Source: an optimization exercise on an open RTL-to-GDS flow (aim: small area and a short achievable clock period). Production flows keep margins and buffers that such runs may drop. Only simulation tests tie the RTL to the original design; equivalence was not proved.

==> job 7587 <==
// branch_predictor
module branch_predictor #(
    parameter int ENTRIES = 16,
    parameter int TAG_W   = 10
) (
    input  logic        clk,
    input  logic        rst_n,
    input  logic        f_valid,
    input  logic [63:0] f_pc,
    output logic        pred_taken,
    output logic [63:0] pred_target,
    input  logic        u_valid,
    input  logic        u_is_branch,
    input  logic [63:0] u_pc,
    input  logic        u_taken,
    input  logic [63:0] u_target,
    input  logic        u_pred_taken,
    input  logic [63:0] u_pred_target,
    output logic        mispredict,
    output logic [63:0] redirect_pc,
    output logic [31:0] branch_count,
    output logic [31:0] mispredict_count
);
export LEC_CHECK = 0
export CAP_MARGIN = 20
export CORE_MARGIN = 2
export CORE_UTILIZATION = 57
export CTS_BUF_LIST = sky130_fd_sc_hd__clkbuf_8 sky130_fd_sc_hd__clkbuf_16
export CTS_CLUSTER_DIAMETER = 60
export CTS_CLUSTER_SIZE = 30
export SETUP_SLACK_MARGIN = 1.7
export SLEW_MARGIN = 20
export SYNTH_HIERARCHICAL = 1
export TNS_END_PERCENT = 35
create_clock -name core_clock -period 6.5 [get_ports {clk}]
standard.sh (not shown) runs the stock make flow with config.mk's settings and CLKGATE_MAP_FILE= SYNTH_SCRIPT=/design/flow/synth_recipe.tcl, a recipe that flattens the netlist after the stock synthesis.
==> flow/flow/run.sh <==
#!/bin/bash
# Standard ORFS layout with smaller port buffers (buf_1) and a clock tree without dummy loads.
export BUFFER_PORTS_ARGS="-buffer_cell sky130_fd_sc_hd__buf_1"
export CTS_ARGS="-sink_clustering_enable -repair_clock_nets -dont_use_dummy_load -sink_clustering_size 30 -sink_clustering_max_diameter 60 -buf_list {sky130_fd_sc_hd__clkbuf_8 sky130_fd_sc_hd__clkbuf_16}"
bash standard.sh > standard.log 2>&1
==> inputs of job 8259, as changes to job 7587 <==
==> flow/flow/run.sh (replaced) <==
#!/bin/bash
# Standard ORFS layout; port buffers use buf_2 instead of the default delay-cell buffer.
export BUFFER_PORTS_ARGS="-buffer_cell sky130_fd_sc_hd__buf_2"
bash standard.sh > standard.log 2>&1
Settings changed: CORE_UTILIZATION 57 to 60, SETUP_SLACK_MARGIN 1.7 to 2.5, TNS_END_PERCENT 35 to not set.
==> inputs of job 4793, as changes to job 7587 <==
==> flow/flow/run.sh (replaced) <==
#!/bin/bash
# Standard ORFS layout; port buffers use buf_2 instead of the default delay-cell buffer.
export BUFFER_PORTS_ARGS="-buffer_cell sky130_fd_sc_hd__buf_2"
bash standard.sh > standard.log 2>&1
Settings changed: CORE_UTILIZATION 57 to 40, SETUP_SLACK_MARGIN 1.7 to 2.5, TNS_END_PERCENT 35 to not set.
==> run summary <==
- Status: complete, no violations
- Multi-input logic area: 16870 µm²
- Worst Path Buf+Inv: 8
- Cts bufs inserted: 90
- Area after DPL: 61370 µm²
That was job 7587.
==> run summary <==
- Area after DPL: 61380 µm²
- Critical path capture point type: output pin
- Post-place setup slack: 0.7221 ns
- Cts bufs inserted: 96
- Worst Path Buf+Inv: 5
- Status: complete, no violations
That was job 8259.
==> run summary <==
- Status: complete, no violations
- Multi-input gates: 2117
- Cts bufs inserted: 106
- Multi-input logic area: 17050 µm²
- Worst Path Buf+Inv: 6
- Area after DPL: 62280 µm²
That was job 4793.

* * *

==> v33: inputs <==
==> flow/design.v <==
module branch_predictor #(
    parameter int ENTRIES = 16,
    parameter int TAG_W   = 10
) (
    input  logic        clk,
    input  logic        rst_n,
    input  logic        f_valid,
    input  logic [63:0] f_pc,
    output logic        pred_taken,
    output logic [63:0] pred_target,
    input  logic        u_valid,
    input  logic        u_is_branch,
    input  logic [63:0] u_pc,
    input  logic        u_taken,
    input  logic [63:0] u_target,
    input  logic        u_pred_taken,
    input  logic [63:0] u_pred_target,
    output logic        mispredict,
    output logic [63:0] redirect_pc,
    output logic [31:0] branch_count,
    output logic [31:0] mispredict_count
);
    localparam int IDX_W = $clog2(ENTRIES);
    logic             tbl_valid  [ENTRIES];
    logic [TAG_W-1:0] tbl_tag    [ENTRIES];
    logic [63:0]      tbl_target [ENTRIES];
    logic [1:0]       tbl_ctr    [ENTRIES];
    logic [IDX_W-1:0] f_idx;
    logic [TAG_W-1:0] f_tag;
    logic [IDX_W-1:0] u_idx;
    logic [TAG_W-1:0] u_tag;
    logic             u_hit;
    logic             upd_en;
    logic             mis_cond;
    assign f_idx = f_pc[IDX_W+1:2];
    assign f_tag = f_pc[IDX_W+2 +: TAG_W];
    assign u_idx = u_pc[IDX_W+1:2];
    assign u_tag = u_pc[IDX_W+2 +: TAG_W];
    logic [ENTRIES*TAG_W-1:0] tag_flat;
    logic [ENTRIES*64-1:0]    tgt_flat;
    logic [ENTRIES-1:0]       taken_bit;
    for (genvar g = 0; g < ENTRIES; g++) begin : g_flat
        assign tag_flat[g*TAG_W +: TAG_W] = tbl_tag[g];
        assign tgt_flat[g*64 +: 64]       = tbl_target[g];
        assign taken_bit[g]               = tbl_valid[g] && tbl_ctr[g][1];
    end
    branch_predictor_lookup #(.ENTRIES(ENTRIES), .TAG_W(TAG_W)) u_lookup (
        .f_valid    (f_valid),
        .f_pc       (f_pc),
        .tag_flat   (tag_flat),
        .tgt_flat   (tgt_flat),
        .taken_bit  (taken_bit),
        .pred_taken (pred_taken),
        .pred_target(pred_target)
    );
    always_comb begin
        upd_en   = u_valid && u_is_branch;
        u_hit    = tbl_valid[u_idx] && (tbl_tag[u_idx] == u_tag);
        mis_cond = upd_en && ((u_taken != u_pred_taken) ||
                              (u_taken && (u_target != u_pred_target)));
    end
    always_ff @(posedge clk or negedge rst_n) begin
        if (!rst_n) begin
            for (int i = 0; i < ENTRIES; i++) begin
                tbl_valid[i] <= 1'b0;
                tbl_ctr[i]   <= 2'b01;
            end
        end else if (upd_en) begin
            if (u_hit) begin
                if (u_taken && tbl_ctr[u_idx] != 2'b11)
                    tbl_ctr[u_idx] <= tbl_ctr[u_idx] + 2'd1;
                else if (!u_taken && tbl_ctr[u_idx] != 2'b00)
                    tbl_ctr[u_idx] <= tbl_ctr[u_idx] - 2'd1;
            end else if (u_taken) begin
                tbl_valid[u_idx] <= 1'b1;
                tbl_ctr[u_idx]   <= 2'b10;
            end
        end
    end
    always_ff @(posedge clk) begin
        if (upd_en && u_taken) begin
            tbl_tag[u_idx]    <= u_tag;
            tbl_target[u_idx] <= u_target;
        end
    end
    logic [32:0] bc_inc, mc_inc;
    assign bc_inc = {1'b0, branch_count} + 33'd1;
    assign mc_inc = {1'b0, mispredict_count} + 33'd1;
    always_ff @(posedge clk or negedge rst_n) begin
        if (!rst_n) begin
            mispredict       <= 1'b0;
            redirect_pc      <= 64'd0;
            branch_count     <= 32'd0;
            mispredict_count <= 32'd0;
        end else begin
            mispredict <= mis_cond;
            if (upd_en) begin
                redirect_pc <= u_taken ? u_target : u_pc + 64'd4;
                if (!bc_inc[32])
                    branch_count <= bc_inc[31:0];
            end
            if (mis_cond && !mc_inc[32])
                mispredict_count <= mc_inc[31:0];
        end
    end
endmodule
module branch_predictor_lookup #(
    parameter int ENTRIES = 16,
    parameter int TAG_W   = 10
) (
    input  logic                     f_valid,
    input  logic [63:0]              f_pc,
    input  logic [ENTRIES*TAG_W-1:0] tag_flat,
    input  logic [ENTRIES*64-1:0]    tgt_flat,
    input  logic [ENTRIES-1:0]       taken_bit,
    output logic                     pred_taken,
    output logic [63:0]              pred_target
);
    localparam int IDX_W = $clog2(ENTRIES);
    logic [IDX_W-1:0]   f_idx;
    logic [TAG_W-1:0]   f_tag;
    logic [ENTRIES-1:0] f_dec;
    logic [ENTRIES-1:0] f_match;
    logic [63:0]        f_tgt;
    logic [63:0]        f_inc;
    assign f_idx = f_pc[IDX_W+1:2];
    assign f_tag = f_pc[IDX_W+2 +: TAG_W];
    for (genvar g = 0; g < ENTRIES; g++) begin : g_fsel
        assign f_dec[g]   = (f_idx == g);
        assign f_match[g] = taken_bit[g] && (tag_flat[g*TAG_W +: TAG_W] == f_tag);
    end
    always_comb begin
        f_tgt = '0;
        for (int i = 0; i < ENTRIES; i++)
            f_tgt = f_tgt | ({64{f_dec[i]}} & tgt_flat[i*64 +: 64]);
        f_inc       = {f_pc[63:2] + 62'd1, f_pc[1:0]};
        pred_taken  = f_valid && |(f_dec & f_match);
        pred_target = pred_taken ? f_tgt : f_inc;
    end
endmodule
==> flow/flow/run.sh <==
#!/bin/bash
# Standard ORFS layout with smaller port buffers (buf_1) and a clock tree without dummy loads.
export BUFFER_PORTS_ARGS="-buffer_cell sky130_fd_sc_hd__buf_1"
export CTS_ARGS="-sink_clustering_enable -repair_clock_nets -dont_use_dummy_load -sink_clustering_size 30 -sink_clustering_max_diameter 60 -buf_list {sky130_fd_sc_hd__clkbuf_8 sky130_fd_sc_hd__clkbuf_16}"
bash standard.sh > standard.log 2>&1
==> flow/standard.sh <==
#!/bin/bash
# synth_recipe.tcl (not shown) runs the flow's synth.tcl, then flattens the netlist and writes it again
# the make line also repeats each setting of config.mk as NAME=value (left out here)
make -C /OpenROAD-flow-scripts/flow DESIGN_CONFIG=/design/flow/config.mk WORK_HOME=/design/flow/orfs CLKGATE_MAP_FILE= SYNTH_SCRIPT=/design/flow/synth_recipe.tcl "${@:-finish}"
==> flow/config.mk <==
export PLATFORM = sky130hd
export DESIGN_NAME = branch_predictor
export DESIGN_NICKNAME = branch_predictor
export VERILOG_FILES = /design/flow/design.v
export SDC_FILE = /design/flow/constraint.sdc
export NUM_CORES = 4
export LEC_CHECK = 0
export CAP_MARGIN = 20
export CORE_MARGIN = 2
export CORE_UTILIZATION = 60
export CTS_BUF_LIST = sky130_fd_sc_hd__clkbuf_8 sky130_fd_sc_hd__clkbuf_16
export CTS_CLUSTER_DIAMETER = 60
export CTS_CLUSTER_SIZE = 30
export SETUP_SLACK_MARGIN = 1.7
export SLEW_MARGIN = 20
export SYNTH_HIERARCHICAL = 1
export TNS_END_PERCENT = 35
==> flow/constraint.sdc <==
create_clock -name core_clock -period 6.5 [get_ports {clk}]
set_input_delay 1.3000 -clock core_clock [delete_from_list [all_inputs] [get_ports {clk}]]
set_output_delay 1.3000 -clock core_clock [all_outputs]
set_load 0.01 [all_outputs]
==> inputs of v14, as changes to v33 <==
==> flow/design.v (replaced) <==
module branch_predictor #(
    parameter int ENTRIES = 16,
    parameter int TAG_W   = 10
) (
    input  logic        clk,
    input  logic        rst_n,
    input  logic        f_valid,
    input  logic [63:0] f_pc,
    output logic        pred_taken,
    output logic [63:0] pred_target,
    input  logic        u_valid,
    input  logic        u_is_branch,
    input  logic [63:0] u_pc,
    input  logic        u_taken,
    input  logic [63:0] u_target,
    input  logic        u_pred_taken,
    input  logic [63:0] u_pred_target,
    output logic        mispredict,
    output logic [63:0] redirect_pc,
    output logic [31:0] branch_count,
    output logic [31:0] mispredict_count
);
    localparam int IDX_W = $clog2(ENTRIES);
    logic             tbl_valid  [ENTRIES];
    logic [TAG_W-1:0] tbl_tag    [ENTRIES];
    logic [63:0]      tbl_target [ENTRIES];
    logic [1:0]       tbl_ctr    [ENTRIES];
    logic [IDX_W-1:0] f_idx;
    logic [TAG_W-1:0] f_tag;
    logic [IDX_W-1:0] u_idx;
    logic [TAG_W-1:0] u_tag;
    logic             u_hit;
    logic             upd_en;
    logic             mis_cond;
    assign f_idx = f_pc[IDX_W+1:2];
    assign f_tag = f_pc[IDX_W+2 +: TAG_W];
    assign u_idx = u_pc[IDX_W+1:2];
    assign u_tag = u_pc[IDX_W+2 +: TAG_W];
    logic [ENTRIES-1:0] f_sel;
    logic [63:0]        f_hit_tgt;
    logic [63:0]        f_inc;
    for (genvar g = 0; g < ENTRIES; g++) begin : g_fsel
        assign f_sel[g] = f_valid && (f_idx == g) && tbl_valid[g] && tbl_ctr[g][1] &&
                          (tbl_tag[g] == f_tag);
    end
    always_comb begin
        f_hit_tgt = '0;
        for (int i = 0; i < ENTRIES; i++)
            f_hit_tgt = f_hit_tgt | ({64{f_sel[i]}} & tbl_target[i]);
        f_inc       = {f_pc[63:2] + 62'd1, f_pc[1:0]};
        pred_taken  = |f_sel;
        pred_target = f_hit_tgt | ({64{~pred_taken}} & f_inc);
    end
    always_comb begin
        upd_en   = u_valid && u_is_branch;
        u_hit    = tbl_valid[u_idx] && (tbl_tag[u_idx] == u_tag);
        mis_cond = upd_en && ((u_taken != u_pred_taken) ||
                              (u_taken && (u_target != u_pred_target)));
    end
    always_ff @(posedge clk or negedge rst_n) begin
        if (!rst_n) begin
            for (int i = 0; i < ENTRIES; i++) begin
                tbl_valid[i] <= 1'b0;
                tbl_ctr[i]   <= 2'b01;
            end
        end else if (upd_en) begin
            if (u_hit) begin
                if (u_taken && tbl_ctr[u_idx] != 2'b11)
                    tbl_ctr[u_idx] <= tbl_ctr[u_idx] + 2'd1;
                else if (!u_taken && tbl_ctr[u_idx] != 2'b00)
                    tbl_ctr[u_idx] <= tbl_ctr[u_idx] - 2'd1;
            end else if (u_taken) begin
                tbl_valid[u_idx] <= 1'b1;
                tbl_ctr[u_idx]   <= 2'b10;
            end
        end
    end
    always_ff @(posedge clk) begin
        if (upd_en && u_taken) begin
            tbl_tag[u_idx]    <= u_tag;
            tbl_target[u_idx] <= u_target;
        end
    end
    always_ff @(posedge clk or negedge rst_n) begin
        if (!rst_n) begin
            mispredict       <= 1'b0;
            redirect_pc      <= 64'd0;
            branch_count     <= 32'd0;
            mispredict_count <= 32'd0;
        end else begin
            mispredict <= mis_cond;
            if (upd_en) begin
                redirect_pc <= u_taken ? u_target : u_pc + 64'd4;
                if (branch_count != 32'hFFFF_FFFF)
                    branch_count <= branch_count + 32'd1;
            end
            if (mis_cond && mispredict_count != 32'hFFFF_FFFF)
                mispredict_count <= mispredict_count + 32'd1;
        end
    end
endmodule
==> flow/run.sh (new file) <==
#!/bin/bash
# synth_recipe.tcl (not shown) runs the flow's synth.tcl, then flattens the netlist and writes it again
# the make line also repeats each setting of config.mk as NAME=value (left out here)
make -C /OpenROAD-flow-scripts/flow DESIGN_CONFIG=/design/flow/config.mk WORK_HOME=/design/flow/orfs CLKGATE_MAP_FILE= SYNTH_SCRIPT=/design/flow/synth_recipe.tcl finish
==> flow/config.mk (replaced) <==
export PLATFORM = sky130hd
export DESIGN_NAME = branch_predictor
export DESIGN_NICKNAME = branch_predictor
export VERILOG_FILES = /design/flow/design.v
export SDC_FILE = /design/flow/constraint.sdc
export NUM_CORES = 4
export LEC_CHECK = 0
export CAP_MARGIN = 20
export CORE_MARGIN = 2
export CORE_UTILIZATION = 40
export SETUP_SLACK_MARGIN = 3.5
export SLEW_MARGIN = 20
removed: flow/flow/run.sh
removed: flow/standard.sh
==> out/metrics.cfg <==
[grt]
grt_pass1_wl_mm=323.4
first_global_vias=39884

[finish]
final_cell_count_no_fill=6767
fin_util_pct=56.06

[pwr]
p_comb_mw=1.70

[sta]
hold_slack_ns=0.4796
setup_ws_ns=1.336

[critical_path]
slowest_stage=nor4_4

[status]
run_status=complete, no violations

-- figures above: v14

==> out/metrics.cfg <==
[status]
run_status=complete, no violations

[finish]
final_cell_count_no_fill=5556
fin_util_pct=68.67

[place]
hpwlAfterDp_mm=124.3

[pwr]
p_comb_mw=1.61

[grt]
grt_pass1_wl_mm=280.3
grt-ovfl-total=0
first_global_vias=38121

[critical_path]
slowest_stage=mux2_4

[sta]
hold_slack_ns=0.4865
setup_ws_ns=1.585

-- figures above: v33

## what the ideal ports hide
The results above use ideal ports. As a check the final layouts listed here were re-extracted and re-timed, cells and wires unchanged. Step 1 assumes that a clkbuf_16 drives the clock port and a buf_2 every other input. Step 2 also shifts input and output timing later by t, the mid clock arrival at the registers, as if the neighbouring blocks saw the same clock. Three values: ideal, step 1, step 2; two values: the first two.
| run | t, ns | setup slack, ns | clock arrival spread, ns | worst data-port slew with drivers (ns) |
|---|---|---|---|---|
| job 7587 | 0.734 | 1.471 / 1.429 / 1.051 | 0.097 / 0.097 | 0.12 |
| job 8259 | 0.782 | 1.494 / 1.416 / 1.416 | 0.035 / 0.035 | 0.16 |
| job 4793 | 0.825 | 1.460 / 1.349 / 1.349 | 0.057 / 0.057 | 0.18 |
| v33 | 0.739 | 1.585 / 1.507 / 0.910 | 0.108 / 0.108 | 0.12 |
| v14 | 0.851 | 1.336 / 1.297 / 1.297 | 0.035 / 0.035 | 0.33 |
After both steps every run listed still meets setup and hold. For v33, which loses most, drivers alone change the setup slack by -0.078 ns; drivers and shift together by -0.675 ns.
